What follows belongs to an exercise in optimizing a design on an open flow for small area, a short achievable clock period and few clock cycles; a production flow would make more cautious choices.
Function was checked by simulation only, so behaviour that the tests miss may differ from the original.
Power and IR drop assume default switching activity.

Design systolic_array_os, start of the top module:
module systolic_array_os #(
  parameter int unsigned ROW   = sys_array_pkg::DefaultRow,
  parameter int unsigned COL   = sys_array_pkg::DefaultCol,
  parameter int unsigned ES    = sys_array_pkg::DefaultEs,
  parameter int unsigned K_MAX = sys_array_pkg::DefaultKMax,
  parameter int unsigned ACC_W = 2 * ES + $clog2(K_MAX)
) (
  input  logic                         clk,
  input  logic                         rst_n,
  input  logic                         start,
  input  logic [$clog2(K_MAX+1)-1:0]   k_len,
  input  logic                         signed_mode,
  input  logic                         in_vld,
  output logic                         in_rdy,
  input  logic [ROW*ES-1:0]            a_vec,
  input  logic [COL*ES-1:0]            b_vec,
  output logic                         out_vld,
  input  logic                         out_rdy,
  output logic [COL*ACC_W-1:0]         out_row,
  output logic [$clog2(ROW)-1:0]       out_row_idx,
  output logic                         out_last,
  output logic                         busy,
  output logic                         done
);
clock: 10.0 ns
lec_check: 0
cap_margin: 5
core_margin: 2
core_utilization: 60
cts_cluster_diameter: 80
cts_cluster_size: 30
slew_margin: 5
standard.sh (not shown) runs the stock make flow with config.mk's settings and CLKGATE_MAP_FILE= SYNTH_SCRIPT=/design/flow/synth_recipe.tcl, a recipe that flattens the netlist after the stock synthesis.
==> flow/flow/run.sh <==
#!/bin/bash
# Standard ORFS layout with three changes:
#  - synthesis skips Yosys's early "abc -fast", so full adders are extracted from the
#    RTL's own adder expressions (no inverters between adder cells); registers are
#    unchanged,
#  - ports are buffered with buf_2 instead of a delay buffer,
#  - repair_timing aims at a tighter setup margin.
set -u
sed -e 's/synth -nofsm -noshare/synth -nofsm -noshare -noabc/' synth_recipe.tcl > synth_noabc.tcl
bash standard.sh SYNTH_SCRIPT=$PWD/synth_noabc.tcl SETUP_SLACK_MARGIN=5.2 \
  "BUFFER_PORTS_ARGS=-buffer_cell sky130_fd_sc_hd__buf_2" finish > standard.log 2>&1
The starting point passed the timing, design-rule and antenna checks.
Testbench counts at the start, summed over its fixed seeds: cycles 12,017.
Edit:
--- a/flow/flow/run.sh
+++ b/flow/flow/run.sh
@@ -9,3 +9,3 @@
 sed -e 's/synth -nofsm -noshare/synth -nofsm -noshare -noabc/' synth_recipe.tcl > synth_noabc.tcl
-bash standard.sh SYNTH_SCRIPT=$PWD/synth_noabc.tcl SETUP_SLACK_MARGIN=5.2 \
+bash standard.sh SYNTH_SCRIPT=$PWD/synth_noabc.tcl SETUP_SLACK_MARGIN=5.3 \
   "BUFFER_PORTS_ARGS=-buffer_cell sky130_fd_sc_hd__buf_2" finish > standard.log 2>&1
Power goes up slightly.
Setup slack improves by 0.061 ns.
Flip-flop and latch count is unchanged.
Hold slack is worse by 0.021 ns.
Clock skew drops by 0.0094 ns.
Edit:
==> flow/flow/run.sh (replaced) <==
#!/bin/bash
# Standard ORFS layout with these changes:
#  - synthesis skips Yosys's early "abc -fast", so full adders are extracted from the
#    RTL's own adder expressions (no inverters between adder cells); registers are
#    unchanged,
#  - ports are buffered with buf_2 instead of a delay buffer,
#  - repair_timing aims at a tighter setup margin, set per stage.
set -u
sed -e 's/synth -nofsm -noshare/synth -nofsm -noshare -noabc/' synth_recipe.tcl > synth_noabc.tcl
A=(SYNTH_SCRIPT=$PWD/synth_noabc.tcl "BUFFER_PORTS_ARGS=-buffer_cell sky130_fd_sc_hd__buf_2")
bash standard.sh "${A[@]}" SETUP_SLACK_MARGIN=4.5 floorplan > standard_1.log 2>&1
bash standard.sh "${A[@]}" SETUP_SLACK_MARGIN=5.3 finish > standard_2.log 2>&1
- CTS_CLUSTER_DIAMETER: 80 -> 100
- CTS_CLUSTER_SIZE: 30 -> 40
Effect: The changed run finished clean; count of clock-buffer cells in the layout fell by 15; design area went down by 0.84%; routed wire length barely changes; core utilization shrinks by 0.57 points; via count shrinks by about 0.64%; worst hold slack stays flat; non-clock buffer count increases by 16; cell count stays flat.

* * *

systolic_array_os, a different RTL version from the one above (not shown whole).
For scale: about 5100 cells after synthesis, ~440 flip-flops, about 170 I/O pins, roughly 54000 sq um of cells after synthesis.
==> flow/config.mk <==
export PLATFORM = sky130hd
export DESIGN_NAME = systolic_array_os
export DESIGN_NICKNAME = systolic_array_os
export VERILOG_FILES = /design/flow/design.v
export SDC_FILE = /design/flow/constraint.sdc
export NUM_CORES = 4
export LEC_CHECK = 0
export CAP_MARGIN = 20
export CORE_MARGIN = 2
export CORE_UTILIZATION = 70
export SLEW_MARGIN = 20
==> flow/constraint.sdc <==
create_clock -name core_clock -period 10.0 [get_ports {clk}]
set_input_delay 2.0000 -clock core_clock [delete_from_list [all_inputs] [get_ports {clk}]]
set_output_delay 2.0000 -clock core_clock [all_outputs]
set_load 0.01 [all_outputs]
==> flow/flow/run.sh <==
#!/bin/bash
# Standard ORFS layout with three changes:
#  - synthesis skips Yosys's early "abc -fast", so full adders are extracted from the
#    RTL's own adder expressions (no inverters between adder cells); registers are
#    unchanged,
#  - ports are buffered with buf_2 instead of a delay buffer,
#  - repair_timing aims at a tighter setup margin.
set -u
sed -e 's/synth -nofsm -noshare/synth -nofsm -noshare -noabc/' synth_recipe.tcl > synth_noabc.tcl
bash standard.sh SYNTH_SCRIPT=$PWD/synth_noabc.tcl SETUP_SLACK_MARGIN=5.3 \
  "BUFFER_PORTS_ARGS=-buffer_cell sky130_fd_sc_hd__buf_2" finish > standard.log 2>&1
Testbench counts at the start, summed over its fixed seeds: cycles 12,017.
Then changed:
Settings changed: CORE_UTILIZATION 70 to 60.
What happened: The new run went through all stages and came out clean; wire length climbs slightly; clock skew climbs by 0.011 ns; clock power climbs by a few percent; via count drops by a few percent; cell area drops slightly; global-route usage drops by 3.9 points.
Then changed:
Settings changed: ABC_AREA from default to 1.
What happened:
- The changed run passed the timing, design-rule and antenna checks
- clock-buffer cell count went down by 10
- wire length went up by roughly a tenth
- non-clock buffer count went down by 52

* * *

## middle
systolic_array_os again, from the RTL that the note above started with.
clock: 10.0 ns
lec_check: 0
cap_margin: 20
core_margin: 2
core_utilization: 60
slew_margin: 20
==> flow/flow/run.sh <==
#!/bin/bash
# Standard ORFS layout with three changes:
#  - synthesis skips Yosys's early "abc -fast", so full adders are extracted from the
#    RTL's own adder expressions (no inverters between adder cells); registers are
#    unchanged,
#  - ports are buffered with buf_2 instead of a delay buffer,
#  - repair_timing aims at a tighter setup margin.
set -u
sed -e 's/synth -nofsm -noshare/synth -nofsm -noshare -noabc/' synth_recipe.tcl > synth_noabc.tcl
bash standard.sh SYNTH_SCRIPT=$PWD/synth_noabc.tcl SETUP_SLACK_MARGIN=5.3 RECOVER_POWER=100 \
  "BUFFER_PORTS_ARGS=-buffer_cell sky130_fd_sc_hd__buf_2" finish > standard.log 2>&1
middle finished every stage; the final checks, however, were not passed, the failures being max-capacitance violations, max-slew violations.
Testbench counts of middle, summed over its fixed seeds: cycles 12,017.
> inputs changed (middle -> south)
-- flow/flow/run.sh --
<<< middle, line 10
bash standard.sh SYNTH_SCRIPT=$PWD/synth_noabc.tcl SETUP_SLACK_MARGIN=5.3 RECOVER_POWER=100 \
>>> south, line 10
bash standard.sh SYNTH_SCRIPT=$PWD/synth_noabc.tcl SETUP_SLACK_MARGIN=5.4 \
### Flow results
- south was carried through to the last stage, and its layout satisfied the timing, design-rule and antenna checks.
- middle: flow complete, layout not clean; failing: max-capacitance violations, max-slew violations
- Comparing middle and south, the lower initial antenna violation count was measured on middle.
- Number of nets in the final layout went up slightly going from middle to south.
- Between middle and south, routed wire length increased.
- south has portion of total power attributed to combinational logic above what middle had.
- south vs middle on post-layout instance count excluding filler cells: south is the higher one.
- Delta (south minus middle): setup slack shows an increase of 2.41 ns, summed area of non-filler cells in the final layout saw an increase, global-route wire length before repair moved up, via total after detailed routing now sits higher.
- Core util | south vs middle | south higher
- Of the two candidates, middle has the better worst-case hold slack and south the worse one.

* * *

Another version of the RTL of systolic_array_os (not shown whole).
Size: about 440 flip-flops, roughly 170 I/O pins.
==> flow/design.v (excerpt) <==
module systolic_array_os #(
  parameter int unsigned ROW   = sys_array_pkg::DefaultRow,
  parameter int unsigned COL   = sys_array_pkg::DefaultCol,
  parameter int unsigned ES    = sys_array_pkg::DefaultEs,
  parameter int unsigned K_MAX = sys_array_pkg::DefaultKMax,
  parameter int unsigned ACC_W = 2 * ES + $clog2(K_MAX)
) (
  input  logic                         clk,
  input  logic                         rst_n,
  input  logic                         start,
  input  logic [$clog2(K_MAX+1)-1:0]   k_len,
  input  logic                         signed_mode,
  input  logic                         in_vld,
  output logic                         in_rdy,
  input  logic [ROW*ES-1:0]            a_vec,
  input  logic [COL*ES-1:0]            b_vec,
  output logic                         out_vld,
  input  logic                         out_rdy,
  output logic [COL*ACC_W-1:0]         out_row,
  output logic [$clog2(ROW)-1:0]       out_row_idx,
  output logic                         out_last,
  output logic                         busy,
  output logic                         done
);
Settings: LEC_CHECK=0, CAP_MARGIN=20, CORE_MARGIN=2, CORE_UTILIZATION=40, SETUP_SLACK_MARGIN=5, SLEW_MARGIN=20; clock period 10.0 ns.
run.sh (not shown) runs the stock make flow with config.mk's settings and CLKGATE_MAP_FILE= SYNTH_SCRIPT=/design/flow/synth_recipe.tcl, a recipe that flattens the netlist after the stock synthesis.
Stock flow here: none of the scripts above is used.
Testbench counts at the start, summed over its fixed seeds: cycles 12,017.
==> next run, changes <==
==> flow/flow/run.sh (new file) <==
#!/bin/bash
# Standard layout with a tighter repair target and faster port buffers.
bash standard.sh SETUP_SLACK_MARGIN=5.6 "BUFFER_PORTS_ARGS=-buffer_cell sky130_fd_sc_hd__buf_2" finish > standard.log 2>&1
==> flow/standard.sh (new file) <==
#!/bin/bash
# synth_recipe.tcl (not shown) runs the flow's synth.tcl, then flattens the netlist and writes it again
# the make line also repeats each setting of config.mk as NAME=value (left out here)
make -C /OpenROAD-flow-scripts/flow DESIGN_CONFIG=/design/flow/config.mk WORK_HOME=/design/flow/orfs CLKGATE_MAP_FILE= SYNTH_SCRIPT=/design/flow/synth_recipe.tcl "${@:-finish}"
- SETUP_SLACK_MARGIN: 5 -> default
removed: flow/run.sh
Effect: Die area stays the same. Total power rose by about 16%. Register-to-register slack gains 0.16 ns. Non-clock buffer count rose by 303. Critical path depth rose by 10. Worst setup slack gains 0.25 ns. Synthesized cell count does not change. Hold slack loses 0.035 ns. Count of clock-buffer cells in the layout rose by 3. Synthesized area stays the same.
==> next run, changes <==
==> flow/run.sh (new file) <==
#!/bin/bash
# synth_recipe.tcl (not shown) runs the flow's synth.tcl, then flattens the netlist and writes it again
# the make line also repeats each setting of config.mk as NAME=value (left out here)
make -C /OpenROAD-flow-scripts/flow DESIGN_CONFIG=/design/flow/config.mk WORK_HOME=/design/flow/orfs CLKGATE_MAP_FILE= SYNTH_SCRIPT=/design/flow/synth_recipe.tcl finish
- SETUP_SLACK_MARGIN: default -> 4.5
removed: flow/flow/run.sh
removed: flow/standard.sh
Worst hold slack gets better by 0.059 ns.
Final area is lower by 10%.
Clock power drops by about 2%.
Critical path depth increases by 1.
Synthesized area stays the same.
Total power decreases by 16%.
Clock skew climbs by 0.0085 ns.

what the ideal ports hide:
The results above use ideal ports. As a check the final layouts listed here were re-extracted and re-timed, cells and wires unchanged.
Step 1: set_driving_cell puts a clkbuf_16 on clk and a buf_2 on each other input, an assumption about the parent block.
Step 2 moves the port delays by t, midway between the first and last clock arrival at a register: inputs arrive t later, outputs are due t later. That takes back most of the time a late clock gives input paths.
a / b / c = ideal / step 1 / step 2; a / b = the first two.
run	t, ns	setup WS [ns]	worst register clock-pin slew, ns
the first run of note 1	0.678	5.237 / 5.167 / 5.322	0.09 / 0.09
the second run of note 1	0.675	5.299 / 5.230 / 5.354	0.09 / 0.09
the third run of note 1	0.736	5.375 / 5.303 / 5.378	0.12 / 0.12
the first run of note 2	0.703	5.339 / 5.334 / 5.334	0.07 / 0.07
the second run of note 2	0.742	5.347 / 5.275 / 5.321	0.07 / 0.07
the third run of note 2	0.760	5.300 / 5.227 / 5.455	0.07 / 0.07
middle	0.742	3.004 / 3.004 / 3.004	0.07 / 0.07
south	0.748	5.416 / 5.387 / 5.387	0.07 / 0.07
the first run of note 4	0.750	5.025 / 4.944 / 5.084	0.07 / 0.07
the second run of note 4	0.788	5.279 / 5.279 / 4.905	0.07 / 0.07
the third run of note 4	0.744	4.655 / 4.613 / 4.655	0.07 / 0.07
The setup slack of the second run of note 4, which loses most, moves by 0.000 ns with the drivers and by -0.374 ns with both steps.
